Source: an optimization exercise on an open RTL-to-GDS flow (aim: small area, a short achievable clock period and few clock cycles per item). Production flows keep margins and buffers that such runs may drop.
The RTL was checked by simulation tests, not by an equivalence proof against the original design.

Design filtro_fir_eq, start of the top module:
module filtro_fir_eq #(
  parameter int TAPS = TAPS_DEF,
  parameter int NSTG = 3             
) (
  input  logic                       clock,
  input  logic                       reset,
  input  logic signed [SAMPLE_W-1:0] sample_in,
  input  logic                       sample_valid,
  input  logic                       coef_we,
  input  logic [$clog2(TAPS)-1:0]    coef_addr,
  input  logic signed [COEF_W-1:0]   coef_data,
  output logic [SAMPLE_W-1:0]        dac_out_data,
  output logic                       dac_out_valid,
  input  logic                       dac_out_ready,
  output logic                       busy,
  output logic                       overrun,
  output logic                       coef_err
);
  localparam int AB = $clog2(TAPS);
  localparam int DEPTH = NSTG + 4;
  localparam int QD    = DEPTH - 1;           
  localparam int CB    = $clog2(DEPTH + 1);
  localparam int QB    = $clog2(QD);
  logic                          r_in_vld;
  logic [BOOTH_W-1:0]            r_in;
  logic [BOOTH_W-1:0]            w_enc;
  logic [TAPS-1:0][BOOTH_W-1:0]  r_line;
  logic [TAPS-1:0][COEF_W-1:0]   r_coef_x;
  logic [TAPS-1:0][COEF_W-1:0]   w_coef;
  logic [1:0]                    r_pend;
  logic [AB-1:0]                 r_pend_addr;
  logic [COEF_W-1:0]             r_pend_data;
  logic [NSTG:0]                 r_vld;
  logic [CB-1:0]                 r_cnt;
  logic                          r_busy;
  logic                          r_overrun;
  logic                          r_coef_err;
  logic                          r_out_vld;
  logic [SAMPLE_W-1:0]           r_out;
  logic [SAMPLE_W-1:0]           r_q [QD];
  logic [QB-1:0]                 r_wp, r_rp;
  logic [CB-1:0]                 r_qcnt;
  ...
Size: ~8500 cells after synthesis, ~1400 flip-flops, roughly 53 I/O pins, roughly 100000 µm² of cells after synthesis.
export LEC_CHECK = 0
export ABC_AREA = 1
export CAP_MARGIN = 20
export CORE_MARGIN = 2
export CORE_UTILIZATION = 50
export SETUP_SLACK_MARGIN = 5
export SLEW_MARGIN = 20
create_clock -name core_clock -period 10.0 [get_ports {clock}]
standard.sh (not shown) runs the stock make flow with config.mk's settings and CLKGATE_MAP_FILE= SYNTH_SCRIPT=/design/flow/synth_recipe.tcl, a recipe that flattens the netlist after the stock synthesis.
==> flow/flow/run.sh <==
#!/bin/bash
# Own flow: the standard layout with three changes.
# Synthesis: synth_recipe.tcl with Yosys's early "abc -fast" skipped
# (synth -noabc) so that the carry-save tree written in the RTL reaches
# extract_fa unchanged and maps to full-adder cells without inverters, and
# the Booth selector modules mapped to cells (flow/booth_map.v) before
# flattening. Registers, flattening and renaming are those of
# synth_recipe.tcl. Layout: timing repaired towards a 3.25 ns period (slack
# margin 6.75 ns at the design's 10 ns clock; the constraints are
# unchanged), and CTS without dummy loads.
set -euo pipefail
W=$PWD
head -1 synth_recipe.tcl | grep -q '^proc synth {args} { yosys synth -nofsm -noshare {\*}$args }$'
{ echo "set ::booth_map {$W/flow/booth_map.v}"
  cat flow/synth_head.tcl
  tail -n +2 synth_recipe.tcl; } > flow_synth.tcl
sed "s#SYNTH_SCRIPT=[^ ]*synth_recipe.tcl#SYNTH_SCRIPT=$W/flow_synth.tcl#" standard.sh > flow_standard.sh
grep -q flow_synth.tcl flow_standard.sh
bash flow_standard.sh SETUP_SLACK_MARGIN=6.75 \
  CTS_ARGS="-sink_clustering_enable -repair_clock_nets -dont_use_dummy_load" \
  finish > flow_standard.log 2>&1
==> flow/flow/booth_map.v <==
module booth_sel (input one, two, neg, a, b, output p);
  wire n;  // ~((one & a) | (two & b))
  sky130_fd_sc_hd__a22oi_1 g_sel (.A1(one), .A2(a), .B1(two), .B2(b), .Y(n));
  sky130_fd_sc_hd__xnor2_1 g_neg (.A(n), .B(neg), .Y(p));
endmodule

module booth_sel0 (input one, neg, a, output p);
  wire n;  // ~(one & a)
  sky130_fd_sc_hd__nand2_1 g_sel (.A(one), .B(a), .Y(n));
  sky130_fd_sc_hd__xnor2_1 g_neg (.A(n), .B(neg), .Y(p));
endmodule

module booth_seln (input one, two, neg, a, b, output p);
  wire n;  // ~((one & a) | (two & b))
  sky130_fd_sc_hd__a22oi_1 g_sel (.A1(one), .A2(a), .B1(two), .B2(b), .Y(n));
  sky130_fd_sc_hd__xor2_1 g_neg (.A(n), .B(neg), .X(p));
endmodule
==> flow/flow/synth_head.tcl <==
# Replaces the first line of synth_recipe.tcl (its synth wrapper): the same
# -nofsm -noshare, plus -noabc (no early "abc -fast", so the carry-save tree
# reaches extract_fa as written), and, once before the first synth call
# (design still hierarchical), the Booth selector modules mapped to cells.
set ::booth_mapped 0
proc synth {args} {
  if {!$::booth_mapped} {
    set ::booth_mapped 1
    yosys techmap -map $::booth_map
  }
  yosys synth -nofsm -noshare -noabc {*}$args
}
Testbench counts at the start, summed over its fixed seeds: cycles 2,096, items 2,048.
Change:
--- a/flow/flow/run.sh
+++ b/flow/flow/run.sh
@@ -7,4 +7,4 @@
 # flattening. Registers, flattening and renaming are those of
-# synth_recipe.tcl. Layout: timing repaired towards a 3.25 ns period (slack
-# margin 6.75 ns at the design's 10 ns clock; the constraints are
+# synth_recipe.tcl. Layout: timing repaired towards a 3.5 ns period (slack
+# margin 6.5 ns at the design's 10 ns clock; the constraints are
 # unchanged), and CTS without dummy loads.
@@ -18,3 +18,3 @@
 grep -q flow_synth.tcl flow_standard.sh
-bash flow_standard.sh SETUP_SLACK_MARGIN=6.75 \
+bash flow_standard.sh SETUP_SLACK_MARGIN=6.5 \
   CTS_ARGS="-sink_clustering_enable -repair_clock_nets -dont_use_dummy_load" \
--- a/flow/config.mk
+++ b/flow/config.mk
@@ -10,3 +10,3 @@
 export CORE_MARGIN = 2
-export CORE_UTILIZATION = 50
+export CORE_UTILIZATION = 55
 export SETUP_SLACK_MARGIN = 5
What happened: Final area drops by 1.1%. Setup slack gets worse by 200 ps. Sequential share of layout area is about the same. Worst hold slack gains 6.8 ps. Area after synthesis stays the same. Clock skew grows by 27 ps. Cell count is lower by 1.7%. Maximum frequency falls by 5.5%. Wire length is lower by 3.1%.

[separate check: timing with driven ports]
In the flow no input, the clock included, has a driving cell. The finished layouts below were timed again as built, in two steps. Step 1: set_driving_cell puts a clkbuf_16 on clock and a buf_2 on each other input, an assumption about the parent block. Step 2 adds t to the input delays and takes it off the output delays; t is the mean of the earliest and latest rising clock arrival at the registers after step 1. Input paths then give back, and output paths get back, about the clock's delay inside the block. Three values: ideal ports, drivers, drivers and shift; two values: the first two.
run | shift t [ns] | setup slack, ns | cell pins on the clock port's net
the first run | 0.894 | 6.577 / 6.484 / 6.052 | 1
the second run | 0.918 | 6.377 / 6.377 / 5.783 | 1
After both steps setup and hold are still met in every run listed. For the second run, which loses most, drivers alone change the setup slack by 0.000 ns; drivers and shift together by -0.594 ns.
